This design comes from an exercise in tuning for small area, a short achievable clock period and few clock cycles per item on the open sky130 flow, not from production work. RTL that was checked went through simulation tests only; none was proved equivalent to the original. For runs 2 to 5, only the layout was checked, not whether the RTL still works. Power and IR drop assume default switching activity.

### flow/flow/run.sh
#!/bin/bash
# The standard layout, with every port buffered by a minimum-size buffer
# (sky130_fd_sc_hd__buf_1) instead of the delay cell buffer_ports picks by itself.
set -euo pipefail
bash standard.sh "BUFFER_PORTS_ARGS=-buffer_cell sky130_fd_sc_hd__buf_1" finish > standard_make.log 2>&1
### flow/standard.sh
#!/bin/bash
# synth_recipe.tcl (not shown) runs the flow's synth.tcl, then flattens the netlist and writes it again
# the make line also repeats each setting of config.mk as NAME=value (left out here)
make -C /OpenROAD-flow-scripts/flow DESIGN_CONFIG=/design/flow/config.mk WORK_HOME=/design/flow/orfs CLKGATE_MAP_FILE= SYNTH_SCRIPT=/design/flow/synth_recipe.tcl "${@:-finish}"
### flow/config.mk
export PLATFORM = sky130hd
export DESIGN_NAME = mult_stage
export DESIGN_NICKNAME = mult_stage
export VERILOG_FILES = /design/flow/design.v
export SDC_FILE = /design/flow/constraint.sdc
export NUM_CORES = 4
export LEC_CHECK = 0
export CAP_MARGIN = 5
export CORE_MARGIN = 2
export CORE_UTILIZATION = 40
export SETUP_SLACK_MARGIN = 4.5
export SLEW_MARGIN = 5
export TNS_END_PERCENT = 20
### flow/constraint.sdc
create_clock -name core_clock -period 10.0 [get_ports {i_clk}]
set_input_delay 2.0000 -clock core_clock [delete_from_list [all_inputs] [get_ports {i_clk}]]
set_output_delay 2.0000 -clock core_clock [all_outputs]
set_load 0.01 [all_outputs]
### flow/design.v
package mult_stage_pkg;
  localparam int DWD     = 16;
  localparam int PSUMDWD = 32;
  localparam int PEROW   = 4;
  localparam int SLW     = 4;
  localparam int NSL     = DWD / SLW;
  localparam int SIW     = $clog2(NSL);
  localparam int NTW     = 3;
  typedef enum logic [2:0] {XNOR = 3'd0, P1, P2, P3, P4} ms_mode_e;
  typedef enum logic [1:0] {MS_IDLE, MS_CALC, MS_HOLD} ms_fsm_e;
  typedef struct packed {
    logic [3:0] ssctl;
    logic [3:0] ssppctl;
  } ms_out_ctl_t;
  typedef struct packed {
    logic [2:0]     mode;
    logic [NTW-1:0] inumt;
    logic [NTW-1:0] wnumt;
    logic [DWD-1:0] au_mask;
    ms_out_ctl_t    pass;
  } ms_ctl_t;
endpackage
import mult_stage_pkg::*;
module mult_fa (input logic a, b, c, output logic s, co);
  assign s  = a ^ b ^ c;
  assign co = (a & b) | (a & c) | (b & c);
endmodule
module mult_fa1 (input logic a, b, output logic s, co);
  assign s  = ~(a ^ b);
  assign co = a | b;
endmodule
module mult_ha (input logic a, b, output logic s, co);
  assign s  = a ^ b;
  assign co = a & b;
endmodule
module mult_slice_lane
(
  input  logic               is_x,      
  input  logic [3:0]         sa,        
  input  logic [3:0]         wen,       
  input  logic [DWD-1:0]     a,
  input  logic [DWD-1:0]     w,
  input  logic [DWD-1:0]     mx,        
  input  logic [DWD-1:0]     nmx,       
  output logic [PSUMDWD-1:0] cs_s,
  output logic [PSUMDWD-1:0] cs_c
);
  logic [DWD-1:0] ae;
  logic [16:0] ax;
  logic [16:0] pp [8];
  logic [7:0]  nb;
  logic [15:0] xb, zb;
  assign ae = ({DWD{sa[0]}} & {{12{a[3]}},  a[3:0]})
            | ({DWD{sa[1]}} & {{8{a[7]}},   a[7:0]})
            | ({DWD{sa[2]}} & {{4{a[11]}},  a[11:0]})
            | ({DWD{sa[3]}} & a);
  assign ax = {ae[15], ae};
  always_comb begin
    for (int j = 0; j < 8; j++) begin
      logic b2, b1, b0, en, one, two, ng, nx;
      b2  = w[2*j+1];
      b1  = w[2*j];
      b0  = (j == 0) ? 1'b0 : w[2*j-1];
      en  = wen[j/2];
      one = en & (b1 ^ b0);
      two = en & ((b2 & ~b1 & ~b0) | (~b2 & b1 & b0));
      ng  = en & b2 & ~(b1 & b0);
      nx  = (j == 2) ? (ng | is_x) : ng;
      nb[j] = (j == 2) ? (ng & ~is_x) : ng;
      for (int k = 0; k < 17; k++)
        pp[j][k] = ((one & ax[k]) | (two & ((k == 0) ? 1'b0 : ax[k-1]))) ^ nx;
    end
  end
  assign xb = ~(a ^ w) & mx;
  assign zb = xb | nmx;
  logic s1, c1;
  logic s2, c2;
  logic s3, c3;
  logic s4, c4;
  logic s5, c5;
  logic s6, c6;
  logic s7, c7;
  logic s8, c8;
  logic s9, c9;
  logic s10, c10;
  logic s11, c11;
  logic s12, c12;
  logic s13, c13;
  logic s14, c14;
  logic s15, c15;
  logic s16, c16;
  logic s17, c17;
  logic s18, c18;
  logic s19, c19;
  logic s20, c20;
  logic s21, c21;
  logic s22, c22;
  logic s23, c23;
  logic s24, c24;
  logic s25, c25;
  logic s26, c26;
  logic s27, c27;
  logic s28, c28;
  logic s29, c29;
  logic s30, c30;
  logic s31, c31;
  logic s32, c32;
  logic s33, c33;
  logic s34, c34;
  logic s35, c35;
  logic s36, c36;
  logic s37, c37;
  logic s38, c38;
  logic s39, c39;
  logic s40, c40;
  logic s41, c41;
  logic s42, c42;
  logic s43, c43;
  logic s44, c44;
  logic s45, c45;
  logic s46, c46;
  logic s47, c47;
  logic s48, c48;
  logic s49, c49;
  logic s50, c50;
  logic s51, c51;
  logic s52, c52;
  logic s53, c53;
  logic s54, c54;
  logic s55, c55;
  logic s56, c56;
  logic s57, c57;
  logic s58, c58;
  logic s59, c59;
  logic s60, c60;
  logic s61, c61;
  logic s62, c62;
  logic s63, c63;
  logic s64, c64;
  logic s65, c65;
  logic s66, c66;
  logic s67, c67;
  logic s68, c68;
  logic s69, c69;
  logic s70, c70;
  logic s71, c71;
  logic s72, c72;
  logic s73, c73;
  logic s74, c74;
  logic s75, c75;
  logic s76, c76;
  logic s77, c77;
  logic s78, c78;
  logic s79, c79;
  logic s80, c80;
  logic s81, c81;
  logic s82, c82;
  logic s83, c83;
  logic s84, c84;
  logic s85, c85;
  logic s86, c86;
  logic s87, c87;
  logic s88, c88;
  logic s89, c89;
  logic s90, c90;
  logic s91, c91;
  logic s92, c92;
  logic s93, c93;
  logic s94, c94;
  logic s95, c95;
  logic s96, c96;
  logic s97, c97;
  logic s98, c98;
  logic s99, c99;
  logic s100, c100;
  logic s101, c101;
  logic s102, c102;
  logic s103, c103;
  logic s104, c104;
  logic s105, c105;
  logic s106, c106;
  logic s107, c107;
  logic s108, c108;
  logic s109, c109;
  logic s110, c110;
  logic s111, c111;
  logic s112, c112;
  logic s113, c113;
  logic s114, c114;
  logic s115, c115;
  logic s116, c116;
  logic s117, c117;
  logic s118, c118;
  logic s119, c119;
  logic s120, c120;
  logic s121, c121;
  logic s122, c122;
  logic s123, c123;
  logic s124, c124;
  logic s125, c125;
  logic s126, c126;
  logic s127, c127;
  logic s128, c128;
  logic s129, c129;
  logic s130, c130;
  logic s131, c131;
  logic s132, c132;
  logic s133, c133;
  logic s134, c134;
  logic s135, c135;
  logic s136, c136;
  logic s137, c137;
  logic s138, c138;
  logic s139, c139;
  logic s140, c140;
  logic s141, c141;
  logic s142, c142;
  logic s143, c143;
  logic s144, c144;
  mult_fa u1 (.a(xb[0]), .b(zb[0]), .c(xb[1]), .s(s1), .co(c1));
  mult_fa u2 (.a(zb[1]), .b(xb[2]), .c(zb[2]), .s(s2), .co(c2));
  mult_fa u3 (.a(xb[3]), .b(zb[3]), .c(xb[4]), .s(s3), .co(c3));
  mult_fa u4 (.a(zb[4]), .b(xb[5]), .c(zb[5]), .s(s4), .co(c4));
  mult_fa u5 (.a(xb[6]), .b(zb[6]), .c(xb[7]), .s(s5), .co(c5));
  mult_fa u6 (.a(zb[7]), .b(xb[8]), .c(zb[8]), .s(s6), .co(c6));
  mult_fa u7 (.a(xb[9]), .b(zb[9]), .c(xb[10]), .s(s7), .co(c7));
  mult_ha u8 (.a(zb[10]), .b(xb[11]), .s(s8), .co(c8));
  mult_fa u9 (.a(zb[11]), .b(xb[12]), .c(zb[12]), .s(s9), .co(c9));
  mult_fa u10 (.a(xb[13]), .b(zb[13]), .c(xb[14]), .s(s10), .co(c10));
  mult_fa u11 (.a(zb[14]), .b(xb[15]), .c(zb[15]), .s(s11), .co(c11));
  mult_fa u12 (.a(nb[0]), .b(s8), .c(s9), .s(s12), .co(c12));
  mult_fa u13 (.a(s10), .b(s11), .c(s4), .s(s13), .co(c13));
  mult_fa u14 (.a(c8), .b(c9), .c(c10), .s(s14), .co(c14));
  mult_fa u15 (.a(c11), .b(c4), .c(c5), .s(s15), .co(c15));
  mult_ha u16 (.a(c6), .b(c7), .s(s16), .co(c16));
  mult_fa u17 (.a(s5), .b(s6), .c(s7), .s(s17), .co(c17));
  mult_ha u18 (.a(s1), .b(s2), .s(s18), .co(c18));
  mult_fa u19 (.a(c1), .b(c2), .c(c3), .s(s19), .co(c19));
  mult_fa u20 (.a(pp[0][1]), .b(s16), .c(s14), .s(s20), .co(c20));
  mult_ha u21 (.a(s15), .b(c12), .s(s21), .co(c21));
  mult_fa u22 (.a(nb[1]), .b(pp[0][2]), .c(pp[1][0]), .s(s22), .co(c22));
  mult_ha u23 (.a(c16), .b(c14), .s(s23), .co(c23));
  mult_ha u24 (.a(nb[5]), .b(pp[0][10]), .s(s24), .co(c24));
  mult_ha u25 (.a(pp[0][11]), .b(pp[1][9]), .s(s25), .co(c25));
  mult_fa u26 (.a(nb[6]), .b(pp[0][12]), .c(pp[1][10]), .s(s26), .co(c26));
  mult_ha u27 (.a(pp[2][8]), .b(pp[3][6]), .s(s27), .co(c27));
  mult_fa u28 (.a(pp[0][13]), .b(pp[1][11]), .c(pp[2][9]), .s(s28), .co(c28));
  mult_ha u29 (.a(pp[3][7]), .b(pp[4][5]), .s(s29), .co(c29));
  mult_fa u30 (.a(nb[7]), .b(pp[0][14]), .c(pp[1][12]), .s(s30), .co(c30));
  mult_fa u31 (.a(pp[2][10]), .b(pp[3][8]), .c(pp[4][6]), .s(s31), .co(c31));
  mult_ha u32 (.a(pp[5][4]), .b(pp[6][2]), .s(s32), .co(c32));
  mult_fa u33 (.a(pp[0][15]), .b(pp[1][13]), .c(pp[2][11]), .s(s33), .co(c33));
  mult_fa u34 (.a(pp[3][9]), .b(pp[4][7]), .c(pp[5][5]), .s(s34), .co(c34));
  mult_ha u35 (.a(pp[6][3]), .b(pp[7][1]), .s(s35), .co(c35));
  mult_fa1 u36 (.a(~pp[0][16]), .b(pp[1][14]), .s(s36), .co(c36));
  mult_fa u37 (.a(pp[2][12]), .b(pp[3][10]), .c(pp[4][8]), .s(s37), .co(c37));
  mult_fa u38 (.a(pp[5][6]), .b(pp[6][4]), .c(pp[7][2]), .s(s38), .co(c38));
  mult_fa1 u39 (.a(pp[1][15]), .b(pp[2][13]), .s(s39), .co(c39));
  mult_fa u40 (.a(pp[3][11]), .b(pp[4][9]), .c(pp[5][7]), .s(s40), .co(c40));
  mult_ha u41 (.a(pp[6][5]), .b(pp[7][3]), .s(s41), .co(c41));
  mult_fa u42 (.a(~pp[1][16]), .b(pp[2][14]), .c(pp[3][12]), .s(s42), .co(c42));
  mult_fa u43 (.a(pp[4][10]), .b(pp[5][8]), .c(pp[6][6]), .s(s43), .co(c43));
  mult_fa1 u44 (.a(pp[2][15]), .b(pp[3][13]), .s(s44), .co(c44));
  mult_ha u45 (.a(pp[4][11]), .b(pp[5][9]), .s(s45), .co(c45));
  mult_fa u46 (.a(~pp[2][16]), .b(pp[3][14]), .c(pp[4][12]), .s(s46), .co(c46));
  mult_fa u47 (.a(s3), .b(pp[0][0]), .c(s18), .s(s47), .co(c47));
  mult_fa u48 (.a(c18), .b(s19), .c(c17), .s(s48), .co(c48));
  mult_ha u49 (.a(c13), .b(s21), .s(s49), .co(c49));
  mult_fa u50 (.a(c19), .b(c15), .c(s22), .s(s50), .co(c50));
  mult_fa u51 (.a(c21), .b(s23), .c(c20), .s(s51), .co(c51));
  mult_fa u52 (.a(pp[0][3]), .b(pp[1][1]), .c(c22), .s(s52), .co(c52));
  mult_ha u53 (.a(nb[2]), .b(pp[0][4]), .s(s53), .co(c53));
  mult_ha u54 (.a(nb[3]), .b(pp[0][6]), .s(s54), .co(c54));
  mult_ha u55 (.a(pp[0][7]), .b(pp[1][5]), .s(s55), .co(c55));
  mult_fa u56 (.a(nb[4]), .b(pp[0][8]), .c(pp[1][6]), .s(s56), .co(c56));
  mult_ha u57 (.a(pp[2][4]), .b(pp[3][2]), .s(s57), .co(c57));
  mult_fa u58 (.a(pp[0][9]), .b(pp[1][7]), .c(pp[2][5]), .s(s58), .co(c58));
  mult_ha u59 (.a(pp[3][3]), .b(pp[4][1]), .s(s59), .co(c59));
  mult_fa u60 (.a(pp[1][8]), .b(pp[2][6]), .c(pp[3][4]), .s(s60), .co(c60));
  mult_fa u61 (.a(pp[4][2]), .b(pp[5][0]), .c(s24), .s(s61), .co(c61));
  mult_fa u62 (.a(pp[2][7]), .b(pp[3][5]), .c(pp[4][3]), .s(s62), .co(c62));
  mult_fa u63 (.a(pp[5][1]), .b(c24), .c(s25), .s(s63), .co(c63));
  mult_fa u64 (.a(pp[4][4]), .b(pp[5][2]), .c(pp[6][0]), .s(s64), .co(c64));
  mult_fa u65 (.a(c25), .b(s27), .c(s26), .s(s65), .co(c65));
  mult_fa u66 (.a(pp[5][3]), .b(pp[6][1]), .c(c27), .s(s66), .co(c66));
  mult_fa u67 (.a(s29), .b(c26), .c(s28), .s(s67), .co(c67));
  mult_fa u68 (.a(pp[7][0]), .b(c29), .c(s32), .s(s68), .co(c68));
  mult_fa u69 (.a(c28), .b(s30), .c(s31), .s(s69), .co(c69));
  mult_fa u70 (.a(c32), .b(s35), .c(c30), .s(s70), .co(c70));
  mult_fa u71 (.a(c31), .b(s33), .c(s34), .s(s71), .co(c71));
  mult_fa u72 (.a(c35), .b(c33), .c(c34), .s(s72), .co(c72));
  mult_fa u73 (.a(s36), .b(s37), .c(s38), .s(s73), .co(c73));
  mult_fa u74 (.a(s41), .b(c36), .c(c37), .s(s74), .co(c74));
  mult_fa u75 (.a(c38), .b(s39), .c(s40), .s(s75), .co(c75));
  mult_fa u76 (.a(pp[7][4]), .b(c41), .c(c39), .s(s76), .co(c76));
  mult_fa u77 (.a(c40), .b(s42), .c(s43), .s(s77), .co(c77));
  mult_fa u78 (.a(pp[6][7]), .b(pp[7][5]), .c(s45), .s(s78), .co(c78));
  mult_fa u79 (.a(c42), .b(c43), .c(s44), .s(s79), .co(c79));
  mult_fa u80 (.a(pp[5][10]), .b(pp[6][8]), .c(pp[7][6]), .s(s80), .co(c80));
  mult_fa u81 (.a(c45), .b(c44), .c(s46), .s(s81), .co(c81));
  mult_fa u82 (.a(pp[4][13]), .b(pp[5][11]), .c(pp[6][9]), .s(s82), .co(c82));
  mult_fa u83 (.a(pp[7][7]), .b(~pp[3][15]), .c(c46), .s(s83), .co(c83));
  mult_fa u84 (.a(pp[3][15]), .b(~pp[3][16]), .c(pp[4][14]), .s(s84), .co(c84));
  mult_fa u85 (.a(pp[5][12]), .b(pp[6][10]), .c(pp[7][8]), .s(s85), .co(c85));
  mult_fa1 u86 (.a(pp[4][15]), .b(pp[5][13]), .s(s86), .co(c86));
  mult_ha u87 (.a(pp[6][11]), .b(pp[7][9]), .s(s87), .co(c87));
  mult_fa u88 (.a(~pp[4][16]), .b(pp[5][14]), .c(pp[6][12]), .s(s88), .co(c88));
  mult_ha u89 (.a(s17), .b(s12), .s(s89), .co(c89));
  mult_fa u90 (.a(c47), .b(s20), .c(s48), .s(s90), .co(c90));
  mult_fa u91 (.a(c48), .b(c49), .c(s50), .s(s91), .co(c91));
  mult_fa u92 (.a(c23), .b(c50), .c(s52), .s(s92), .co(c92));
  mult_fa u93 (.a(pp[1][2]), .b(pp[2][0]), .c(s53), .s(s93), .co(c93));
  mult_fa u94 (.a(pp[0][5]), .b(pp[1][3]), .c(pp[2][1]), .s(s94), .co(c94));
  mult_fa u95 (.a(pp[1][4]), .b(pp[2][2]), .c(pp[3][0]), .s(s95), .co(c95));
  mult_fa u96 (.a(pp[2][3]), .b(pp[3][1]), .c(c54), .s(s96), .co(c96));
  mult_fa u97 (.a(pp[4][0]), .b(c55), .c(s57), .s(s97), .co(c97));
  mult_fa u98 (.a(c57), .b(s59), .c(c56), .s(s98), .co(c98));
  mult_fa u99 (.a(c59), .b(c58), .c(s60), .s(s99), .co(c99));
  mult_fa u100 (.a(c60), .b(s62), .c(c61), .s(s100), .co(c100));
  mult_fa u101 (.a(c62), .b(s64), .c(c63), .s(s101), .co(c101));
  mult_fa u102 (.a(c64), .b(s66), .c(c65), .s(s102), .co(c102));
  mult_fa u103 (.a(c66), .b(s68), .c(c67), .s(s103), .co(c103));
  mult_fa u104 (.a(c68), .b(c69), .c(s70), .s(s104), .co(c104));
  mult_fa u105 (.a(c70), .b(c71), .c(s72), .s(s105), .co(c105));
  mult_fa u106 (.a(c72), .b(c73), .c(s74), .s(s106), .co(c106));
  mult_fa u107 (.a(c74), .b(c75), .c(s76), .s(s107), .co(c107));
  mult_fa u108 (.a(c76), .b(s78), .c(c77), .s(s108), .co(c108));
  mult_fa u109 (.a(s80), .b(c78), .c(c79), .s(s109), .co(c109));
  mult_fa u110 (.a(c80), .b(s82), .c(c81), .s(s110), .co(c110));
  mult_fa u111 (.a(c82), .b(s84), .c(s85), .s(s111), .co(c111));
  mult_fa u112 (.a(s87), .b(c84), .c(c85), .s(s112), .co(c112));
  mult_fa u113 (.a(pp[7][10]), .b(c87), .c(c86), .s(s113), .co(c113));
  mult_fa u114 (.a(pp[6][13]), .b(pp[7][11]), .c(~pp[5][15]), .s(s114), .co(c114));
  mult_fa u115 (.a(pp[5][15]), .b(~pp[5][16]), .c(pp[6][14]), .s(s115), .co(c115));
  mult_ha u116 (.a(s13), .b(s89), .s(s116), .co(c116));
  mult_fa u117 (.a(c89), .b(s49), .c(s90), .s(s117), .co(c117));
  mult_fa u118 (.a(c90), .b(s51), .c(s91), .s(s118), .co(c118));
  mult_fa u119 (.a(c51), .b(c91), .c(s92), .s(s119), .co(c119));
  mult_fa u120 (.a(s93), .b(c52), .c(c92), .s(s120), .co(c120));
  mult_fa u121 (.a(c53), .b(s94), .c(c93), .s(s121), .co(c121));
  mult_fa u122 (.a(s54), .b(c94), .c(s95), .s(s122), .co(c122));
  mult_fa u123 (.a(s55), .b(c95), .c(s96), .s(s123), .co(c123));
  mult_fa u124 (.a(s56), .b(c96), .c(s97), .s(s124), .co(c124));
  mult_fa u125 (.a(s58), .b(c97), .c(s98), .s(s125), .co(c125));
  mult_fa u126 (.a(c98), .b(s61), .c(s99), .s(s126), .co(c126));
  mult_fa u127 (.a(s63), .b(c99), .c(s100), .s(s127), .co(c127));
  mult_fa u128 (.a(s65), .b(c100), .c(s101), .s(s128), .co(c128));
  mult_fa u129 (.a(s67), .b(c101), .c(s102), .s(s129), .co(c129));
  mult_fa u130 (.a(s69), .b(c102), .c(s103), .s(s130), .co(c130));
  mult_fa u131 (.a(s71), .b(c103), .c(s104), .s(s131), .co(c131));
  mult_fa u132 (.a(s73), .b(c104), .c(s105), .s(s132), .co(c132));
  mult_fa u133 (.a(s75), .b(c105), .c(s106), .s(s133), .co(c133));
  mult_fa u134 (.a(s77), .b(c106), .c(s107), .s(s134), .co(c134));
  mult_fa u135 (.a(s79), .b(c107), .c(s108), .s(s135), .co(c135));
  mult_fa u136 (.a(s81), .b(c108), .c(s109), .s(s136), .co(c136));
  mult_fa u137 (.a(s83), .b(c109), .c(s110), .s(s137), .co(c137));
  mult_fa u138 (.a(c83), .b(s111), .c(c110), .s(s138), .co(c138));
  mult_fa u139 (.a(s86), .b(c111), .c(s112), .s(s139), .co(c139));
  mult_fa u140 (.a(s88), .b(c112), .c(s113), .s(s140), .co(c140));
  mult_fa u141 (.a(c88), .b(s114), .c(c113), .s(s141), .co(c141));
  mult_fa u142 (.a(pp[7][12]), .b(c114), .c(s115), .s(s142), .co(c142));
  mult_fa u143 (.a(pp[7][13]), .b(~pp[6][15]), .c(c115), .s(s143), .co(c143));
  mult_fa u144 (.a(pp[6][15]), .b(~pp[6][16]), .c(pp[7][14]), .s(s144), .co(c144));
  assign cs_s = {1'b1, pp[7][15], ~pp[7][15], s144, c142, s142, c140, c139, s139, c137, c136, c135, c134, c133, c132, c131, c130, c129, c128, c127, c126, c125, c124, c123, c122, s122, s121, c119, c118, c117, c116, s47};
  assign cs_c = {1'b0, ~pp[7][16], c144, c143, s143, c141, s141, s140, c138, s138, s137, s136, s135, s134, s133, s132, s131, s130, s129, s128, s127, s126, s125, s124, s123, c121, c120, s120, s119, s118, s117, s116};
endmodule
import mult_stage_pkg::*;
module mult_stage
(
  input  logic                            i_clk,
  input  logic                            i_rst,
  input  logic                            FS_rdy,
  output logic                            FS_ack,
  input  logic [32:0]                     i_ctl,
  input  logic [PEROW*DWD-1:0]            i_input,
  input  logic [PEROW*DWD-1:0]            i_weight,
  input  logic [PEROW*PSUMDWD-1:0]        i_psum,
  output logic                            MS_rdy,
  input  logic                            MS_ack,
  output logic [PEROW*PSUMDWD-1:0]        o_prod,
  output logic [PEROW*PSUMDWD-1:0]        o_psum,
  output logic [7:0]                      o_ctl
);
  mult_stage_pkg::ms_ctl_t ctl;
  assign ctl = i_ctl;
  function automatic [3:0] numt_oh(input [NTW-1:0] n);
    case (n)
      3'd0, 3'd1: numt_oh = 4'b0001;
      3'd2:       numt_oh = 4'b0010;
      3'd3:       numt_oh = 4'b0100;
      default:    numt_oh = 4'b1000;
    endcase
  endfunction
  logic full, is_mul, is_x;
  logic [3:0] sa, wen;
  logic [DWD-1:0] mx, nmx;
  logic [PEROW*PSUMDWD-1:0] cs_s, cs_c, s_q, c_q;
  assign MS_rdy = full;
  assign FS_ack = FS_rdy && (!full || MS_ack);
  assign is_x   = ctl.mode == XNOR;
  assign is_mul = (ctl.mode != XNOR) && (ctl.mode <= P4);
  assign sa     = {4{is_mul}} & numt_oh(ctl.inumt);
  assign wen    = {ctl.wnumt >= 3'd4, ctl.wnumt >= 3'd3, ctl.wnumt >= 3'd2, 1'b1};
  assign mx     = {DWD{is_x}} & ctl.au_mask;
  assign nmx    = {DWD{is_x}} & ~ctl.au_mask;
  always_ff @(posedge i_clk) begin
    if (i_rst)       full <= 1'b0;
    else if (FS_ack) full <= 1'b1;
    else if (MS_ack) full <= 1'b0;
  end
  always_ff @(posedge i_clk) begin
    if (FS_ack) begin
      s_q    <= cs_s;
      c_q    <= cs_c;
      o_psum <= i_psum;
      o_ctl  <= ctl.pass;
    end
  end
  for (genvar r = 0; r < PEROW; r++) begin : g_lane
    mult_slice_lane u_lane (
      .is_x   (is_x),
      .sa     (sa),
      .wen    (wen),
      .a      (i_input[DWD*r +: DWD]),
      .w      (i_weight[DWD*r +: DWD]),
      .mx     (mx),
      .nmx    (nmx),
      .cs_s   (cs_s[PSUMDWD*r +: PSUMDWD]),
      .cs_c   (cs_c[PSUMDWD*r +: PSUMDWD])
    );
    logic [PSUMDWD-1:0] sg, sp, gg, pp;
    assign sg = s_q[PSUMDWD*r +: PSUMDWD] & c_q[PSUMDWD*r +: PSUMDWD];
    assign sp = s_q[PSUMDWD*r +: PSUMDWD] ^ c_q[PSUMDWD*r +: PSUMDWD];
    always_comb begin
      gg = sg;
      pp = sp;
      for (int l = 0; l < 5; l++)
        for (int i = 0; i < PSUMDWD; i++)
          if ((i >> l) & 1) begin
            gg[i] = gg[i] | (pp[i] & gg[((i >> l) << l) - 1]);
            pp[i] = pp[i] & pp[((i >> l) << l) - 1];
          end
    end
    assign o_prod[PSUMDWD*r +: PSUMDWD] = sp ^ {gg[PSUMDWD-2:0], 1'b0};
  end
endmodule
==> run_results.csv, run 1 <==
group,metric,value,unit
power,max-vdd-ir-drop,0.000292,V
routing,vias_per_cell,5.42,
job,maxCapViolCount,0,
power,leakagePower,19.7,nW
sta,worst_pin_slew,1.12,ns
placed_design,io_buffers,558,
cts,clock-sinks,385,
synth,async_reset_ff_share,0,%
sta,fin_worst_hold_slack,0.620,ns
sta,setup-violations-final,0,
routing,postRouteAntennaNets,0,
sta,slew_violations,0,
routing,first_iter_violations,2735,
cts,clk_pin_slew_worst_paths,0.06,ns
routing,wire_per_inst,23.2,um
critical_path,reg2reg_depth,4,
synth,yosys.area.top_type,"edfxtp_1",
synth,ys_top_cells_by_count,"549 x inv_1, 466 x fa_1, 416 x xnor2_1",
cells_and_area,final_util,47.1,%
cts,clk_latency,0.64,ns
synth,ys_seq_area_share,27.6,%
synth,synth_ff_type,"edfxtp_1",
critical_path,worst-path-max-fanout,2,
critical_path,cp-end-kind,"output port",
synth,synth_edf_count,384,
critical_path,timing.rr.start,"full$_SDFFE_PP0P_",
global_route,antenna_found_initial,75,
cells_and_area,seqCellArea,0.0116,mm^2
routing,num_vias,33100,
synth,synth_nets,5128,
die,die_y,327,um
sta,finalHoldViolCount,0,
placed_design,dpl.hpwl,108000,um
critical_path,cp-startpoint,"c_q[64]$_DFFE_PP_",
synth,yosysMostFrequentCell,"inv_1",
synth,synth_top_area_share,27.6,%
synth,ys_ff_latch,385,
synth,syn_inst,4114,
sta,finalCriticalPeriod,5.62,ns
die,rows,118,
global_route,grt.overflow.total,0,
critical_path,timing.rr.end,"o_psum[17]$_DFFE_PP_",
critical_path,arrival,3.62,ns
die,die-area,0.107,mm^2
cells_and_area,drive_gt1_share,8.97,%
critical_path,critPathKind,"flip-flop to output port",
routing,first_pass_iters,8,
routing,drc,0,
cells_and_area,multi_input_area,0.0279,mm^2
power,power.total,11.2,mW
global_route,track_usage,25.9,%
cts,clockBufferDepth,3,
cells_and_area,finalNetCount,5673,
die,core,0.103,mm^2
global_route,first_global_vias,33000,
die,ios,559,
critical_path,r2r_slack,7.19,ns
cts,numCtsBuffers,48,
cts,cts_tree,"done",
synth,synthTopCellsByArea,"edfxtp_1 28%, fa_1 22%, xnor2_1 8.7%, ha_1 7.6%, o22ai_1 5.7%",
power,powerDensity,230,mW/mm^2
synth,yosys_warnings,4,
run_status,outcome,"timing/DRC/antenna clean",
global_route,grt_pass1_wl,208000,um
critical_path,worstSetupEndpoint,"o_prod[90]",
die,die_x,327,um
placed_design,gp_congestion,0.940,
synth,syn-mean-instance-area,10.2,um^2
synth,ys_types,68,
sta,relSlewSlack,24.9,%
cts,cts_root_buffer,"clkbuf_16",
cells_and_area,area_growth,16.6,%
min_path,hp-class,"flip-flop to flip-flop",
sta,fin_skew,0.0152,ns
cells_and_area,fillCellCount,9912,
global_route,grt_max_degree,134,
sta,rsz0062_at_grt,"yes",
sta,max_freq,178,MHz
sta,post-route-period-util,56.2,%
synth,synth.cell_area,0.0418,mm^2
routing,wirelength,142000,um
critical_path,cp.required,8.00,ns
critical_path,cp-start-kind,"flip-flop",
die,start_util,40.4,%
cts,hold_buffers,0,
cts,cts_max_level,2,
## per-stage QoR
stage	setup TNS [ns]	setup slack [ns]	cells	area (um^2)
finish	0	4.38	6112	48700
global route	0	4.23	6099	48700
global placement	0	2.23	5904	45400
detailed placement	0	2.06	5904	45400
CTS	0	4.29	6031	47900
floorplan	-0.153	-0.153	4114	41800
## timing repair
action / 4_1_cts / 5_1_grt
setup endpoints to repair: 211 / 136
hold endpoints to repair: 0 / 0
setup buffers: 38 / 42
gates resized for setup: 94 / 105
cloned: 2 / 3
pin swaps: 20 / 60
## where the power goes
part	total (mW)	switching, mW	internal (mW)
sequential	2.66	0.156	2.50
combinational	6.67	3.95	2.71
clock	1.88	0.733	1.15
## state kept, by name (all words and copies together), names as in the netlist
signal,flops
s_q,124
o_ctl,8
o_psum,128
c_q,124
full,1
## metal layers
| metal | GRT usage (%) | vias to the layer above | wire length, um |
|---|---|---|---|
| met5 | 0 | - | 490 |
| met4 | 10.7 | 74 | 5710 |
| met3 | 7.42 | 299 | 13900 |
| met2 | 41.2 | 1369 | 65100 |
| met1 | 33.0 | 16300 | 56500 |
| li1 | - | 15100 | - |
## cell families (layout without fill, tap and decap cells)
family	after synthesis	in the layout	synth area share, %
buffers and inverters	806	1386	7.39
AO/OA/AOI/OAI	933	933	14.2
XOR/XNOR	640	640	13.4
other	0	36	0
multiplexers	4	4	0.0958
adder cells (fa/ha/maj)	721	721	30.0
flip-flops	385	385	27.6
AND/OR/NAND/NOR	625	627	7.29
## cells in the final DEF (no fill, tap or decap), drive strengths merged, types with 10 or more instances in the layout
cell type / count
buf: 736
inv: 558
fa: 466
xnor2: 416
edfxtp: 384
o22ai: 383
ha: 255
nand2: 242
xor2: 224
o21ai: 149
a21oi: 131
nor2: 124
nor2b: 64
clkbuf: 63
a21o: 59
o21a: 45
o211ai: 38
diode: 36
nand3: 31
and2: 31
nand2b: 24
o22a: 20
and3b: 19
a22oi: 18
a21boi: 18
nand3b: 17
or2: 17
a22o: 16
nor3: 13
clkinv: 13
and3: 11
a2bb2oi: 10
bufinv: 10
nor3b: 10
a31oi: 10
## worst max-delay path, cell delays in order (launching register included)
cell      delay, ns
edfxtp_1       0.37
ha_2           0.19
inv_2          0.05
fa_2           0.23
nor2b_2        0.05
o31a_1         0.36
o311ai_4       0.41
nand2_2        0.16
a221oi_4       0.34
buf_4          0.18
nor2b_1        0.05
o21a_1         0.18
nor2_1         0.12
xnor2_1        0.14
buf_2          0.16
## worst min-delay path by stage
stage | end | slack, ns | startpoint | cells past startpoint
4_1_cts | full$_SDFFE_PP0P_ | 0.63 | full$_SDFFE_PP0P_ | 2
6_report | full$_SDFFE_PP0P_ | 0.62 | full$_SDFFE_PP0P_ | 2
5_1_grt | full$_SDFFE_PP0P_ | 0.66 | full$_SDFFE_PP0P_ | 2
3_5_place_dp | full$_SDFFE_PP0P_ | 0.57 | full$_SDFFE_PP0P_ | 2
2_1_floorplan | full$_SDFFE_PP0P_ | 0.57 | full$_SDFFE_PP0P_ | 2
3_3_place_gp | full$_SDFFE_PP0P_ | 0.57 | full$_SDFFE_PP0P_ | 2
## layout make-up
class	instances	area share (%)
sequential	385	23.7
antenna	36	0.185
timing repair buffer	741	7.54
multi-input combinational	2925	57.2
inverter	558	4.30
clock buffer	59	2.55
clock inverter	28	0.953
tap	1380	3.54
Testbench counts, summed over its fixed seeds: cycles 3,208, items 3,200.
==> run 2, diff against run 1 <==
--- a/flow/design.v
+++ b/flow/design.v
@@ -43,7 +43,8 @@
   input  logic [DWD-1:0]     mx,        
   input  logic [DWD-1:0]     nmx,       
-  output logic [PSUMDWD-1:0] cs_s,
-  output logic [PSUMDWD-1:0] cs_c
+  output logic [PSUMDWD-1:0] cs_p,      
+  output logic [PSUMDWD-1:0] cs_g       
 );
+  logic [PSUMDWD-1:0] cs_s, cs_c;
   logic [DWD-1:0] ae;
   logic [16:0] ax;
@@ -364,4 +365,6 @@
   assign cs_s = {1'b1, pp[7][15], ~pp[7][15], s144, c142, s142, c140, c139, s139, c137, c136, c135, c134, c133, c132, c131, c130, c129, c128, c127, c126, c125, c124, c123, c122, s122, s121, c119, c118, c117, c116, s47};
   assign cs_c = {1'b0, ~pp[7][16], c144, c143, s143, c141, s141, s140, c138, s138, s137, s136, s135, s134, s133, s132, s131, s130, s129, s128, s127, s126, s125, s124, s123, c121, c120, s120, s119, s118, s117, s116};
+  assign cs_p = cs_s ^ cs_c;
+  assign cs_g = cs_s & cs_c;
 endmodule
 import mult_stage_pkg::*;
@@ -395,5 +398,5 @@
   logic [3:0] sa, wen;
   logic [DWD-1:0] mx, nmx;
-  logic [PEROW*PSUMDWD-1:0] cs_s, cs_c, s_q, c_q;
+  logic [PEROW*PSUMDWD-1:0] cs_p, cs_g, p_q, g_q;
   assign MS_rdy = full;
   assign FS_ack = FS_rdy && (!full || MS_ack);
@@ -411,6 +414,6 @@
   always_ff @(posedge i_clk) begin
     if (FS_ack) begin
-      s_q    <= cs_s;
-      c_q    <= cs_c;
+      p_q    <= cs_p;
+      g_q    <= cs_g;
       o_psum <= i_psum;
       o_ctl  <= ctl.pass;
@@ -426,21 +429,23 @@
       .mx     (mx),
       .nmx    (nmx),
-      .cs_s   (cs_s[PSUMDWD*r +: PSUMDWD]),
-      .cs_c   (cs_c[PSUMDWD*r +: PSUMDWD])
+      .cs_p   (cs_p[PSUMDWD*r +: PSUMDWD]),
+      .cs_g   (cs_g[PSUMDWD*r +: PSUMDWD])
     );
-    logic [PSUMDWD-1:0] sg, sp, gg, pp;
-    assign sg = s_q[PSUMDWD*r +: PSUMDWD] & c_q[PSUMDWD*r +: PSUMDWD];
-    assign sp = s_q[PSUMDWD*r +: PSUMDWD] ^ c_q[PSUMDWD*r +: PSUMDWD];
+    logic [PSUMDWD-1:0] gg, pp;
     always_comb begin
-      gg = sg;
-      pp = sp;
-      for (int l = 0; l < 5; l++)
-        for (int i = 0; i < PSUMDWD; i++)
-          if ((i >> l) & 1) begin
-            gg[i] = gg[i] | (pp[i] & gg[((i >> l) << l) - 1]);
-            pp[i] = pp[i] & pp[((i >> l) << l) - 1];
-          end
+      gg = g_q[PSUMDWD*r +: PSUMDWD];
+      pp = p_q[PSUMDWD*r +: PSUMDWD];
+      for (int d = 1; d < PSUMDWD; d = d * 2)
+        for (int i = 2 * d - 1; i < PSUMDWD; i = i + 2 * d) begin
+          gg[i] = gg[i] | (pp[i] & gg[i-d]);
+          pp[i] = pp[i] & pp[i-d];
+        end
+      for (int d = PSUMDWD / 4; d >= 1; d = d / 2)
+        for (int i = 3 * d - 1; i < PSUMDWD; i = i + 2 * d) begin
+          gg[i] = gg[i] | (pp[i] & gg[i-d]);
+          pp[i] = pp[i] & pp[i-d];
+        end
     end
-    assign o_prod[PSUMDWD*r +: PSUMDWD] = sp ^ {gg[PSUMDWD-2:0], 1'b0};
+    assign o_prod[PSUMDWD*r +: PSUMDWD] = p_q[PSUMDWD*r +: PSUMDWD] ^ {gg[PSUMDWD-2:0], 1'b0};
   end
 endmodule
--- a/flow/config.mk
+++ b/flow/config.mk
@@ -6,8 +6,7 @@
 export NUM_CORES = 4
 export LEC_CHECK = 0
-export CAP_MARGIN = 5
+export CAP_MARGIN = 20
 export CORE_MARGIN = 2
 export CORE_UTILIZATION = 40
-export SETUP_SLACK_MARGIN = 4.5
-export SLEW_MARGIN = 5
-export TNS_END_PERCENT = 20
+export SETUP_SLACK_MARGIN = 4.3
+export SLEW_MARGIN = 20
==> run 2 against run 1 <==
- clock power decreased by 9%
- largest power group unchanged
- highest routed layer unchanged
- still clean
- sequential power increased by 13%
- fmax decreased by 4.3%
- largest cell class unchanged
==> run_results.csv, run 2 <==
group,metric,value,unit
routing,first_pass_iters,6,
synth,ys_seq_area_share,27.6,%
cells_and_area,regMostFlops,"o_psum",
global_route,grt_pass1_wl,201000,um
cts,clockBufferDepth,3,
critical_path,cp_slowest_cell,"fa_2",
die,rows,118,
placed_design,io_buffers,558,
global_route,grt.overflow.total,0,
synth,synth_nets,5131,
cts,cts_tree,"done",
job,maxCapViolCount,0,
synth,ys_ff_latch,385,
synth,synth.cell_area,0.0418,mm^2
cts,clk_latency,0.66,ns
placed_design,dpl.hpwl,103000,um
sta,max_freq,170,MHz
placed_design,gp_congestion,0.914,
critical_path,arrival,6.25,ns
power,powerDensity,216,mW/mm^2
sta,relSlewSlack,25.3,%
synth,yosys_warnings,4,
placed_design,pre_cts_slack,2.18,ns
cells_and_area,reg.largest.list,"o_psum: 128 flops, g_q: 124 flops, p_q: 124 flops",
critical_path,r2r_slack,6.81,ns
synth,syn_inst,4069,
power,leakagePower,20.6,nW
synth,synth_edf_count,384,
cells_and_area,finalNetCount,5767,
critical_path,cp_slowest_stage_delay,0.55,ns
cells_and_area,final_common_cell,"buf_1",
global_route,first_global_vias,32700,
sta,setup-violations-final,0,
sta,finalCriticalPeriod,5.88,ns
critical_path,cp-end-kind,"flip-flop",
sta,worst_pin_slew,1.12,ns
cells_and_area,largest_reg_flops,128,
routing,wirelength,137000,um
die,die_y,327,um
die,ios,559,
sta,rsz0062_at_grt,"yes",
routing,num_vias,33200,
power,max-vdd-ir-drop,0.000185,V
cells_and_area,final_cell_mix,"556 x buf_1, 506 x inv_1, 390 x xnor2_1, 386 x fa_1, 384 x edfxtp_1",
die,start_util,40.4,%
routing,first_iter_violations,2747,
critical_path,worst-path-max-fanout,8,
synth,synthTopCellsByArea,"edfxtp_1 28%, fa_1 21%, ha_1 9.7%, xnor2_1 8.7%, o22ai_1 5.7%",
cts,clock-sinks,385,
cts,cts_max_level,2,
synth,syn-mean-instance-area,10.3,um^2
die,die-area,0.107,mm^2
synth,ys_top_cells_by_count,"546 x inv_1, 446 x fa_1, 414 x xnor2_1",
global_route,grt_max_degree,158,
cts,cts_root_buffer,"clkbuf_16",
synth,async_reset_ff_share,0,%
critical_path,cp.required,10.37,ns
critical_path,cp-start-kind,"input pin",
global_route,antenna_found_initial,75,
run_status,outcome,"timing/DRC/antenna clean",
sta,fin_skew,0.0320,ns
sta,post-route-period-util,58.8,%
routing,wire_per_inst,22.2,um
critical_path,critical_path.cell_chain,"buf_1 -> nor2_2 -> ha_4 -> nand2b_4 -> nor2_4 -> or2_4 -> buf_12 -> buf_16 -> a21oi_4 -> o22ai_2 -> xnor2_2 -> fa_2 -> inv_2 -> fa_2 -> fa_2 -> inv_2 -> fa_2 -> inv_2 -> ha_4",
min_path,hp-class,"flip-flop to flip-flop",
die,die_x,327,um
sta,finalHoldViolCount,0,
critical_path,crit_top_cell,"fa_2",
synth,yosys.area.top_type,"edfxtp_1",
sta,fin_worst_hold_slack,0.579,ns
routing,drc,0,
sta,layout_setup_ws,4.12,ns
die,core,0.104,mm^2
cts,clk_pin_slew_worst_paths,0.06,ns
cells_and_area,drive_gt1_share,14.3,%
cells_and_area,area_growth,20.4,%
synth,ys_types,70,
synth,synth_ff_type,"edfxtp_1",
global_route,track_usage,24.7,%
cells_and_area,fillCellCount,9709,
routing,vias_per_cell,5.39,
routing,postRouteAntennaNets,0,
critical_path,critPathKind,"input pin to flip-flop",
synth,synth_top_area_share,27.6,%
sta,slew_violations,0,
synth,yosysMostFrequentCell,"inv_1",
cts,numCtsBuffers,47,
## run 2: layout make-up
class	instances	area, um^2	area share, %
Sequential cell	385	11600	22.9
Clock buffer	53	1220	2.42
Antenna cell	37	92.6	0.184
Multi-Input combinational cell	2898	28700	56.9
Clock inverter	34	342	0.678
Inverter	557	2090	4.16
Timing Repair Buffer	816	4660	9.26
Tap cell	1380	1730	3.43
## run 2: worst paths after layout
check / startpoint / endpoint / depth (start not counted)
worst max-delay path: i_ctl[31] / p_q[51]$_DFFE_PP_ / 19
worst min-delay path: full$_SDFFE_PP0P_ / full$_SDFFE_PP0P_ / 2
worst max register to register: full$_SDFFE_PP0P_ / g_q[121]$_DFFE_PP_ / 4
worst min register to register: full$_SDFFE_PP0P_ / full$_SDFFE_PP0P_ / 2
## run 2: timing repair
action,CTS,global route
endpoints found under the setup margin,190,109
gates cloned,7,5
hold buffers,0,0
pin swaps,89,159
resized for setup,156,239
setup buffers,125,53
## run 2: cell families (layout without fill, tap and decap cells)
family | count (synthesis) | count (layout) | synth area share (%)
XOR/XNOR | 617 | 617 | 12.9
flip-flops | 385 | 385 | 27.6
AO/OA/AOI/OAI | 908 | 916 | 14.2
AND/OR/NAND/NOR | 585 | 586 | 6.49
buffers and inverters | 795 | 1460 | 7.57
adder cells (fa/ha/maj) | 769 | 769 | 31.0
multiplexers | 10 | 10 | 0.239
other | 0 | 37 | 0
## run 2: per-stage QoR
| step | area, um^2 | TNS, ns | std cells | utilization [%] | power [mW] |
|---|---|---|---|---|---|
| after floorplan | 41900 | -0.153 | 4069 | - | 6.98 |
| after global placement | 45200 | 0 | 5846 | 43.6 | 8.68 |
| after detailed placement | 45200 | 0 | 5846 | 43.6 | 8.82 |
| after CTS | 48800 | 0 | 6065 | 47.0 | 10.8 |
| after global routing | 50300 | 0 | 6146 | 48.6 | 12.1 |
| final | 50400 | 0 | 6160 | 48.6 | 10.9 |
## run 2: worst max-delay path, delay by kind of cell
| kind | cells | cell delay, ns |
|---|---|---|
| AOI/OAI and AO/OA | 2 | 0.43 |
| xor gates and xnor gates | 1 | 0.19 |
| adders and majority gates | 6 | 2.47 |
| buffers and inverters | 6 | 0.51 |
| and+or+nand+nor | 4 | 0.66 |
## run 2: routing by layer
metal | wire length (um) | share of wire, % | GRT usage [%]
met4 | 4240 | 3.1 | 8.65
met5 | 458 | 0.34 | 0
met1 | 54400 | 40 | 31.6
met2 | 63600 | 47 | 39.2
met3 | 13900 | 10 | 8.07
## run 2: power by group
| part | internal (mW) | switching (mW) |
|---|---|---|
| registers | 2.69 | 0.310 |
| logic | 2.65 | 3.53 |
| clock network | 0.993 | 0.731 |
| total | 6.33 | 4.57 |
==> run 3, diff against run 2 <==
--- a/flow/config.mk
+++ b/flow/config.mk
@@ -9,4 +9,4 @@
 export CORE_MARGIN = 2
 export CORE_UTILIZATION = 40
-export SETUP_SLACK_MARGIN = 4.3
+export SETUP_SLACK_MARGIN = 4.5
 export SLEW_MARGIN = 20
==> run 3 against run 2 <==
- first-iteration DRC count increased by 12%
- final area up 3.8%
- utilization rose by 1.8 points
- worst hold slack got worse by 0.0014 ns
- routed wire length is 2.0% higher
- critical path depth grew 2
- largest power group unchanged
==> run_results.csv, run 3 <==
group,metric,value,unit
run_status,outcome,"timing/DRC/antenna clean",
synth,ys_types,70,
die,ios,559,
critical_path,critPathBufInv,8,
critical_path,critical_path.cell_chain,"buf_1 -> nor2_2 -> ha_4 -> nand2b_4 -> nor2_4 -> or2_4 -> buf_12 -> buf_12 -> a21oi_4 -> buf_12 -> buf_12 -> o22ai_4 -> xnor2_2 -> fa_2 -> inv_2 -> fa_2 -> fa_1 -> inv_2 -> fa_2 -> inv_2 -> ha_4",
critical_path,reg2reg_depth,4,
critical_path,cp-start-kind,"input pin",
synth,synth.cell_area,0.0418,mm^2
min_path,holdPathEnd,"full$_SDFFE_PP0P_",
sta,max_freq,171,MHz
die,start_util,40.4,%
global_route,use_met2,40.8,%
synth,ys_ff_latch,385,
die,die_y,327,um
sta,finalHoldViolCount,0,
routing,drc,0,
synth,syn-mean-instance-area,10.3,um^2
global_route,grt.overflow.total,0,
cts,hold_buffers,0,
synth,synth_ff_type,"edfxtp_1",
cts,cts_tree,"done",
critical_path,crit_family,"adder cells",
critical_path,cp_slowest_cell,"fa_2",
cts,clockBufferDepth,3,
critical_path,critPathKind,"input pin to flip-flop",
synth,ys_seq_area_share,27.6,%
global_route,grt_max_degree,158,
synth,synthTopCellsByArea,"edfxtp_1 28%, fa_1 21%, ha_1 9.7%, xnor2_1 8.7%, o22ai_1 5.7%",
routing,postRouteAntennaNets,0,
cells_and_area,drive_gt1_share,19.9,%
cts,cts_root_buffer,"clkbuf_16",
synth,yosys.area.top_type,"edfxtp_1",
global_route,antenna_found_initial,72,
placed_design,dpl.hpwl,103000,um
die,core,0.104,mm^2
placed_design,gp_congestion,0.914,
min_path,hp-class,"flip-flop to flip-flop",
power,leakagePower,21.0,nW
synth,syn_inst,4069,
cells_and_area,regMostFlops,"o_psum",
routing,wire_per_inst,22.4,um
synth,async_reset_ff_share,0,%
cts,clk_latency,0.66,ns
cts,clk_pin_slew_worst_paths,0.06,ns
critical_path,r2r_slack,6.84,ns
synth,synth_top_area_share,27.6,%
cts,numCtsBuffers,47,
sta,setup-violations-final,0,
die,die-area,0.107,mm^2
cts,cts_max_level,2,
placed_design,place_area,0.0452,mm^2
min_path,hold_depth,2,
synth,yosysMostFrequentCell,"inv_1",
sta,slew_violations,0,
die,rows,118,
job,maxCapViolCount,0,
global_route,grt_pass1_wl,206000,um
sta,rsz0062_at_grt,"yes",
cells_and_area,largest_reg_flops,128,
placed_design,pre_cts_slack,2.18,ns
global_route,first_global_vias,33500,
cells_and_area,fillCellCount,9457,
cells_and_area,finalInstanceArea,0.0523,mm^2
critical_path,crit_top_cell,"buf_12",
cells_and_area,reg.largest.list,"o_psum: 128 flops, g_q: 124 flops, p_q: 124 flops",
cells_and_area,area_growth,24.9,%
critical_path,timing.rr.end,"g_q[121]$_DFFE_PP_",
routing,first_pass_iters,7,
min_path,holdCritStartpoint,"full$_SDFFE_PP0P_",
placed_design,io_buffers,558,
global_route,grt.busiest_layer,"met2",
sta,finalCriticalPeriod,5.86,ns
routing,num_vias,33700,
critical_path,cp.required,10.38,ns
sta,relSlewSlack,26.5,%
global_route,grt_util_met3,8.16,%
power,max-vdd-ir-drop,0.000180,V
cts,clock-sinks,385,
critical_path,cp-end-kind,"flip-flop",
synth,yosys_warnings,4,
synth,synth_nets,5131,
synth,ys_top_cells_by_count,"546 x inv_1, 446 x fa_1, 414 x xnor2_1",
critical_path,arrival,6.24,ns
sta,fin_skew,0.0351,ns
die,die_x,327,um
synth,synth_edf_count,384,
critical_path,worst-path-max-fanout,4,
sta,post-route-period-util,58.6,%
sta,worst_pin_slew,1.10,ns
critical_path,cp_slowest_stage_delay,0.59,ns
global_route,met1_usage,31.9,%
sta,layout_setup_ws,4.14,ns
power,powerDensity,219,mW/mm^2
cells_and_area,final_cell_mix,"550 x buf_1, 457 x inv_1, 384 x edfxtp_1, 381 x xnor2_1, 335 x fa_1",
critical_path,timing.rr.start,"full$_SDFFE_PP0P_",
routing,wirelength,139000,um
global_route,track_usage,25.3,%
routing,first_iter_violations,3084,
cells_and_area,final_common_cell,"buf_1",
cells_and_area,finalNetCount,5821,
routing,vias_per_cell,5.43,
==> run 3: cell counts after synthesis <==
Identical to the previous run, type by type.
==> run 3: what timing repair did <==
action | 4_1_cts | 5_1_grt
setup endpoints to repair | 225 | 153
gates resized for setup | 436 | 285
pin swaps | 212 | 173
gates cloned | 12 | 1
setup buffers | 188 | 43
==> run 3: worst max path at each step <==
stage	slack, ns	depth (start not counted)	startpoint	end
finish	4.14	21	i_ctl[31]	p_q[19]$_DFFE_PP_
global route	4.06	21	i_ctl[31]	p_q[49]$_DFFE_PP_
CTS	4.20	21	i_ctl[30]	p_q[19]$_DFFE_PP_
detailed placement	2.18	15	i_ctl[31]	p_q[112]$_DFFE_PP_
global placement	2.28	15	i_ctl[31]	p_q[112]$_DFFE_PP_
floorplan	-0.15	2	MS_ack	FS_ack
==> run 3: power breakdown <==
group / switching, mW / internal, mW
Combinational: 3.75 / 2.95
Sequential: 0.311 / 2.69
Clock: 0.731 / 0.993
Total: 4.79 / 6.63
==> run 3: worst reg2reg max path: stages, from the launching register on <==
cell and delay (ns):
dfxtp_1 0.35, a21boi_4 0.47, buf_4 0.59, buf_4 0.53
buf_4 0.74
==> run 3: through the flow <==
step                hold slack (ns)  setup TNS [ns]  total power [mW]  util, %  cells
floorplan                     0.568          -0.153              6.98        -   4069
global placement              0.550               0              8.68     43.6   5846
detailed placement            0.576               0              8.82     43.6   5846
CTS                           0.584               0              11.1     48.7   6133
global route                  0.677               0              12.6     50.4   6198
finish                        0.578               0              11.4     50.4   6215
==> run 3: logic make-up (layout without fill, tap and decap cells) <==
| kind of cell | Yosys count | in the layout | synth area share, % |
|---|---|---|---|
| multiplexers | 10 | 10 | 0.239 |
| AO/OA/AOI/OAI | 908 | 914 | 14.2 |
| buffers and inverters | 795 | 1516 | 7.57 |
| AND/OR/NAND/NOR | 585 | 586 | 6.49 |
| flip-flops | 385 | 385 | 27.6 |
| XOR/XNOR | 617 | 617 | 12.9 |
| adder cells (fa/ha/maj) | 769 | 769 | 31.0 |
| other | 0 | 38 | 0 |
==> run 3: cell type report <==
| class | count | area [um^2] | area share [%] |
|---|---|---|---|
| Clock inverter | 34 | 342 | 0.654 |
| Inverter | 557 | 2090 | 4.00 |
| Sequential cell | 385 | 11600 | 22.1 |
| Tap cell | 1380 | 1730 | 3.30 |
| Clock buffer | 53 | 1220 | 2.33 |
| Antenna cell | 38 | 95.1 | 0.182 |
| Timing Repair Buffer | 872 | 5470 | 10.5 |
| Multi-Input combinational cell | 2896 | 29800 | 57.0 |
==> run 3: per-layer routing <==
metal | up-vias | part of all wire, %
li1 | 15300 | -
met1 | 16600 | 39
met2 | 1521 | 47
met3 | 329 | 10
met4 | 72 | 3.0
met5 | - | 0.31
==> run 4, diff against run 3 <==
--- a/flow/design.v
+++ b/flow/design.v
@@ -52,8 +52,8 @@
   logic [7:0]  nb;
   logic [15:0] xb, zb;
-  assign ae = ({DWD{sa[0]}} & {{12{a[3]}},  a[3:0]})
-            | ({DWD{sa[1]}} & {{8{a[7]}},   a[7:0]})
-            | ({DWD{sa[2]}} & {{4{a[11]}},  a[11:0]})
-            | ({DWD{sa[3]}} & a);
+  assign ae[3:0]   = a[3:0];
+  assign ae[7:4]   = sa[0] ? {4{a[3]}} : a[7:4];
+  assign ae[11:8]  = sa[0] ? {4{a[3]}} : sa[1] ? {4{a[7]}} : a[11:8];
+  assign ae[15:12] = sa[0] ? {4{a[3]}} : sa[1] ? {4{a[7]}} : sa[2] ? {4{a[11]}} : a[15:12];
   assign ax = {ae[15], ae};
   always_comb begin
@@ -403,6 +403,6 @@
   assign is_x   = ctl.mode == XNOR;
   assign is_mul = (ctl.mode != XNOR) && (ctl.mode <= P4);
-  assign sa     = {4{is_mul}} & numt_oh(ctl.inumt);
-  assign wen    = {ctl.wnumt >= 3'd4, ctl.wnumt >= 3'd3, ctl.wnumt >= 3'd2, 1'b1};
+  assign sa     = numt_oh(ctl.inumt);
+  assign wen    = {4{is_mul}} & {ctl.wnumt >= 3'd4, ctl.wnumt >= 3'd3, ctl.wnumt >= 3'd2, 1'b1};
   assign mx     = {DWD{is_x}} & ctl.au_mask;
   assign nmx    = {DWD{is_x}} & ~ctl.au_mask;
--- a/flow/config.mk
+++ b/flow/config.mk
@@ -11,2 +11,3 @@
 export SETUP_SLACK_MARGIN = 4.5
 export SLEW_MARGIN = 20
+export TNS_END_PERCENT = 0
==> run 4 against run 3 <==
- non-clock buffer count shrank 125
- final area shrank 4.5%
- still clean on timing, DRC and antenna
- largest power group unchanged
- area after synthesis grew 1.4%
- total power shrank 10%
- clock power grew 7%
- count of clock-buffer cells in the layout grew 11
- largest cell class unchanged
- routed wire length grew 3.5%
==> run_results.csv, run 4 <==
group,metric,value,unit
cells_and_area,regMostFlops,"o_psum",
power,comb_power_share,53.6,%
synth,ys_ff_latch,385,
cts,clk_latency,0.66,ns
routing,first_pass_iters,7,
critical_path,arrival,5.99,ns
sta,fin_skew,0.0178,ns
critical_path,critPathKind,"input pin to flip-flop",
routing,vias_per_cell,5.45,
die,start_util,40.3,%
cells_and_area,largest_reg_flops,128,
global_route,grt_max_degree,127,
global_route,antenna_found_initial,73,
critical_path,cp-end-kind,"flip-flop",
sta,rsz0062_at_grt,"yes",
die,ios,559,
routing,maxUsedRoutingLayer,"met5",
critical_path,cp-startpoint,"i_ctl[29]",
sta,relSlewSlack,38.4,%
routing,wl_met1,57300,um
critical_path,crit_top_cell,"fa_1",
sta,layout_setup_ws,4.40,ns
min_path,holdCritStartpoint,"full$_SDFFE_PP0P_",
sta,max_freq,179,MHz
critical_path,crit_family,"adder cells",
placed_design,gp_congestion,0.992,
sta,slew_violations,0,
critical_path,timing.rr.start,"full$_SDFFE_PP0P_",
sta,worst_pin_slew,0.924,ns
global_route,first_global_vias,33200,
routing,wire_per_inst,23.2,um
power,power.total,10.2,mW
cts,cts_max_level,2,
synth,synthTopCellsByArea,"edfxtp_1 27%, fa_1 21%, xnor2_1 9.6%, ha_1 9.5%, inv_1 4.7%",
critical_path,critPathBufInv,5,
power,leakagePower,20.3,nW
cts,clk_pin_slew_worst_paths,0.06,ns
routing,dr_wl_met3,14800,um
cts,numCtsBuffers,49,
routing,first_iter_violations,3128,
critical_path,cp_slowest_cell,"fa_1",
sta,setup-violations-final,0,
sta,post-route-period-util,56.0,%
placed_design,dpl.hpwl,111000,um
synth,syn-mean-instance-area,10.1,um^2
cells_and_area,finalNetCount,5809,
critical_path,cp_slowest_stage_delay,0.54,ns
cts,clock-sinks,385,
synth,synth_ff_type,"edfxtp_1",
power,p_int,5.98,mW
min_path,hp-class,"flip-flop to flip-flop",
placed_design,io_buffers,558,
power,p_seq_share,28.4,%
cts,hold_buffers,0,
cells_and_area,reg.largest.list,"o_psum: 128 flops, g_q: 124 flops, p_q: 124 flops",
synth,ys_top_cells_by_count,"527 x inv_1, 463 x xnor2_1, 442 x fa_1",
die,core,0.105,mm^2
synth,ys_seq_area_share,27.2,%
critical_path,critical_path.cell_chain,"buf_6 -> buf_12 -> or3b_4 -> buf_4 -> nand2_1 -> a21oi_4 -> buf_6 -> buf_4 -> a22oi_1 -> xnor2_1 -> fa_2 -> fa_1 -> fa_1 -> fa_1 -> ha_1",
routing,route.met2.wl,66700,um
critical_path,cp-start-kind,"input pin",
critical_path,worst-path-max-fanout,9,
power,powerDensity,205,mW/mm^2
routing,postRouteAntennaNets,0,
routing,drc,0,
synth,syn_inst,4193,
power,pwr-share-clk,18.0,%
power,max-vdd-ir-drop,0.000183,V
cts,cts_root_buffer,"clkbuf_16",
routing,num_vias,33900,
synth,synth_nets,5251,
cells_and_area,final_common_cell,"buf_1",
power,swShare,41.5,%
cells_and_area,final_cell_mix,"537 x buf_1, 522 x inv_1, 461 x xnor2_1, 440 x fa_1, 384 x edfxtp_1",
synth,synth_top_area_share,27.2,%
power,power_switching,4.25,mW
global_route,grt_pass1_wl,209000,um
sta,finalCriticalPeriod,5.60,ns
sta,finalHoldViolCount,0,
synth,ys_types,62,
cts,cts_tree,"done",
job,maxCapViolCount,0,
cts,clockBufferDepth,3,
placed_design,pre_cts_slack,2.54,ns
synth,yosys_warnings,4,
cells_and_area,drive_gt1_share,10.9,%
run_status,outcome,"timing/DRC/antenna clean",
die,die_y,330,um
routing,wirelength,144000,um
critical_path,cp.required,10.39,ns
die,rows,119,
global_route,grt.overflow.total,0,
synth,yosysMostFrequentCell,"inv_1",
synth,synth_edf_count,384,
cells_and_area,area_growth,17.6,%
synth,synth.cell_area,0.0424,mm^2
die,die-area,0.109,mm^2
synth,yosys.area.top_type,"edfxtp_1",
synth,async_reset_ff_share,0,%
global_route,track_usage,25.8,%
die,die_x,330,um
## run 4: path summary, 6_finish.rpt
path	to	cells past startpoint	slack [ns]
worst min-delay path	full$_SDFFE_PP0P_	2	0.57
worst min register to register	full$_SDFFE_PP0P_	2	0.57
worst max-delay path	p_q[82]$_DFFE_PP_	15	4.40
worst max register to register	p_q[123]$_DFFE_PP_	3	6.99
## run 4: cell type report
type	instances	area (um^2)
inverters	536	2060
clock buffers	64	1290
repair buffers	747	3950
multi-input cells	3032	28800
clock inverters	25	367
fillers	9955	55400
flip-flops and latches	385	11600
diodes	43	108
well taps	1391	1740
## run 4: power by group through the flow
stage,clock network (mW),logic [mW],registers (mW)
6_report,1.84,5.48,2.90
3_5_place_dp,0,5.36,2.92
4_1_cts,1.90,5.56,2.90
2_1_floorplan,0,3.66,2.85
3_3_place_gp,0,5.21,2.91
5_1_grt,1.95,6.35,2.96
## run 4: worst reg2reg max path, stage by stage, from the launching register on
cell and delay (ns):
dfxtp_1 0.34, a21boi_4 0.71, buf_4 0.73, buf_12 0.51
## run 4: repair_timing
item / 4_1_cts / 5_1_grt
cloned: 4 / 7
endpoints found under the setup margin: 258 / 168
pin swaps: 47 / 40
setup buffers: 60 / 34
resized for setup: 161 / 148
hold endpoints to repair: 0 / 0
## run 4: kinds of logic after synthesis
kind of cell             after synthesis  share of synthesized area, %
AO/OA/AOI/OAI                        845                          13.1
flip-flops                           385                          27.2
XOR/XNOR                             650                          13.4
multiplexers                          23                         0.581
adder cells (fa/ha/maj)              766                          30.4
buffers and inverters                778                          7.08
AND/OR/NAND/NOR                      746                          8.17
## run 4: stage by stage
stage                     instances  setup TNS [ns]  cell area [um^2]  hold WS, ns  util (%)
after global placement         5986               0             46000        0.545      43.7
after floorplan                4193          -0.185             42400        0.568         -
after detailed placement       5986               0             46000        0.561      43.7
final                          6223               0             49900        0.566      47.4
after global routing           6205               0             49800        0.599      47.4
after CTS                      6139               0             48900        0.569      46.5
## run 4: layer usage
layer	global-route usage, %	vias up
met2	41.5	1514
met3	7.37	325
met4	9.75	64
met5	0.0870	-
li1	-	15300
met1	32.9	16700
==> run 5, diff against run 4 <==
--- a/flow/design.v
+++ b/flow/design.v
@@ -395,10 +395,11 @@
     endcase
   endfunction
-  logic full, is_mul, is_x;
+  logic full, ld, is_mul, is_x;
   logic [3:0] sa, wen;
   logic [DWD-1:0] mx, nmx;
   logic [PEROW*PSUMDWD-1:0] cs_p, cs_g, p_q, g_q;
   assign MS_rdy = full;
-  assign FS_ack = FS_rdy && (!full || MS_ack);
+  assign ld     = !full || MS_ack;
+  assign FS_ack = FS_rdy && ld;
   assign is_x   = ctl.mode == XNOR;
   assign is_mul = (ctl.mode != XNOR) && (ctl.mode <= P4);
@@ -413,5 +414,5 @@
   end
   always_ff @(posedge i_clk) begin
-    if (FS_ack) begin
+    if (ld) begin
       p_q    <= cs_p;
       g_q    <= cs_g;
@@ -436,14 +437,10 @@
       gg = g_q[PSUMDWD*r +: PSUMDWD];
       pp = p_q[PSUMDWD*r +: PSUMDWD];
-      for (int d = 1; d < PSUMDWD; d = d * 2)
-        for (int i = 2 * d - 1; i < PSUMDWD; i = i + 2 * d) begin
-          gg[i] = gg[i] | (pp[i] & gg[i-d]);
-          pp[i] = pp[i] & pp[i-d];
-        end
-      for (int d = PSUMDWD / 4; d >= 1; d = d / 2)
-        for (int i = 3 * d - 1; i < PSUMDWD; i = i + 2 * d) begin
-          gg[i] = gg[i] | (pp[i] & gg[i-d]);
-          pp[i] = pp[i] & pp[i-d];
-        end
+      for (int l = 0; l < 5; l++)
+        for (int i = 0; i < PSUMDWD; i++)
+          if ((i >> l) & 1) begin
+            gg[i] = gg[i] | (pp[i] & gg[((i >> l) << l) - 1]);
+            pp[i] = pp[i] & pp[((i >> l) << l) - 1];
+          end
     end
     assign o_prod[PSUMDWD*r +: PSUMDWD] = p_q[PSUMDWD*r +: PSUMDWD] ^ {gg[PSUMDWD-2:0], 1'b0};
--- a/flow/config.mk
+++ b/flow/config.mk
@@ -11,3 +11,3 @@
 export SETUP_SLACK_MARGIN = 4.5
 export SLEW_MARGIN = 20
-export TNS_END_PERCENT = 0
+export TNS_END_PERCENT = 20
==> run 5 against run 4 <==
- global-route usage is 0.79 points lower
- combinational power is 7.7% higher
- count of clock-buffer cells in the layout is 9 lower
- register-to-register slack improved by 0.29 ns
- fmax increased by 0.19%
- area after synthesis rose by 0.69%
- synthesized cell count rose by 1.9%
- sequential cell count unchanged
- highest routed layer unchanged
==> run_results.csv, run 5 <==
group,metric,value,unit
cts,cts_tree,"done",
synth,synthXorXnorAreaFrac,13.8,%
global_route,grt.overflow.total,0,
job,maxCapViolCount,0,
min_path,holdCritStartpoint,"full$_SDFFE_PP0P_",
synth,yosys_warnings,4,
routing,vias_per_cell,5.43,
synth,synthTopCellsByArea,"edfxtp_1 27%, fa_1 21%, xnor2_1 10%, ha_1 8.2%, inv_1 4.8%",
placed_design,pre_cts_slack,2.55,ns
power,power.total,10.6,mW
cells_and_area,final_cell_mix,"548 x buf_1, 531 x inv_1, 477 x xnor2_1, 423 x fa_1, 384 x edfxtp_1",
placed_design,io_buffers,558,
min_path,holdPathEnd,"o_psum[96]$_DFFE_PN_",
placed_design,dpl.hpwl,107000,um
global_route,antenna_found_initial,91,
cells_and_area,regMostFlops,"o_psum",
sta,finalSetupTns,0,ns
global_route,track_usage,25.0,%
placed_design,gp_congestion,0.953,
die,start_util,40.5,%
cells_and_area,reg.largest.list,"o_psum: 128 flops, g_q: 124 flops, p_q: 124 flops",
critical_path,cp-end-kind,"flip-flop",
cts,numCtsBuffers,47,
sta,fin_worst_hold_slack,0.976,ns
critical_path,r2r_slack,7.28,ns
routing,wirelength,141000,um
cells_and_area,largest_reg_flops,128,
sta,relSlewSlack,22.6,%
die,ios,559,
routing,first_iter_violations,3026,
critical_path,worst-path-max-fanout,8,
synth,ys_types,82,
synth,yosysMostFrequentCell,"inv_1",
cells_and_area,finalNetCount,5909,
cts,clk_latency,0.65,ns
global_route,grt_pass1_wl,206000,um
synth,syn-mean-instance-area,10.0,um^2
die,rows,119,
min_path,hp-class,"flip-flop to flip-flop",
power,powerDensity,208,mW/mm^2
synth,synth_compound_area_share,13.6,%
critical_path,critPathKind,"input pin to flip-flop",
run_status,outcome,"timing/DRC/antenna clean",
synth,ys_seq_area_share,27.0,%
routing,postRouteAntennaNets,0,
synth,syn_inst,4271,
die,die-area,0.109,mm^2
routing,num_vias,34600,
power,leakagePower,21.2,nW
==> run 5: cell count changes in the layout (fill, tap and decap cells not counted), sizes merged, moves of 25 or more <==
cell   previous run  this run
ha              323       279
a21o             81        50
o22ai           220       270
buf             733       810
a22oi           208       155
xnor2           463       488
==> run 5: kinds of logic (layout without fill, tap and decap cells) <==
| group | Yosys count | after routing |
|---|---|---|
| fa+ha+maj | 722 | 722 |
| compound gates | 883 | 883 |
| buf+inv | 800 | 1461 |
| simple gates | 784 | 785 |
| flops | 385 | 385 |
| other cells | 0 | 53 |
| xor+xnor | 671 | 671 |
| mux | 26 | 26 |
==> run 5: how the worst max path moves through the flow <==
stage,to,slack [ns],depth (start not counted)
after floorplan,FS_ack,2.93,2
after global placement,p_q[19]$_DFFE_PN_,2.67,16
after detailed placement,p_q[19]$_DFFE_PN_,2.55,16
after CTS,p_q[1]$_DFFE_PN_,4.41,13
after global routing,p_q[112]$_DFFE_PN_,4.33,21
final,p_q[83]$_DFFE_PN_,4.42,15
==> run 5: area by class of cell <==
class / count / area, um^2
tap: 1391 / 1740
fill: 9958 / 54400
sequential: 385 / 11600
antenna: 53 / 133
inverter: 552 / 2110
clock inverter: 32 / 349
multi-input combinational: 3087 / 29500
timing repair buffer: 822 / 4630
clock buffer: 55 / 1210
==> run 5: critical path, stage by stage <==
cell,delay (ns)
buf_2,0.18
buf_4,0.22
a21oi_2,0.30
buf_4,0.29
or3_4,0.27
clkinvlp_4,0.23
xnor2_1,0.22
fa_1,0.54
inv_1,0.05
fa_1,0.37
fa_1,0.49
inv_1,0.05
fa_1,0.47
inv_1,0.04
ha_1,0.26
==> run 5: per-layer routing <==
metal,up-vias,part of all wire (%),GRT usage (%)
li1,15800,-,-
met1,16900,39,31.7
met2,1545,46,39.6
met3,348,10,7.33
met4,76,3.9,10.9
met5,-,0.36,0
==> run 5: timing repair <==
item | in CTS | in global routing
gates resized for setup | 239 | 174
buffers inserted | 71 | 94
pin swaps | 23 | 64
hold buffers | 0 | 0
gates cloned | 3 | 6
endpoints found under the setup margin | 205 | 128
hold endpoints to repair | 0 | 0
==> run 5: per-stage QoR <==
stage               cell area (um^2)  std cells  utilization [%]
global placement               46300       6063             43.8
finish                         51200       6377             48.5
floorplan                      42700       4271                -
global route                   51200       6360             48.5
detailed placement             46300       6063             43.8
CTS                            49400       6224             46.8
==> run 5: report_power, final <==
part           internal [mW]  switching [mW]  total, mW
sequential              2.62           0.390       3.01
combinational           2.47            3.44       5.90
clock                  0.998           0.726       1.72
total                   6.08            4.55       10.6

Check on run 5: ideal ports give 4.416 ns setup slack; a clkbuf_16 on the clock port and buf_2 on the inputs give 4.369 ns; moving port delays by the midpoint clock arrival (0.707 ns) as well gives 3.662 ns.
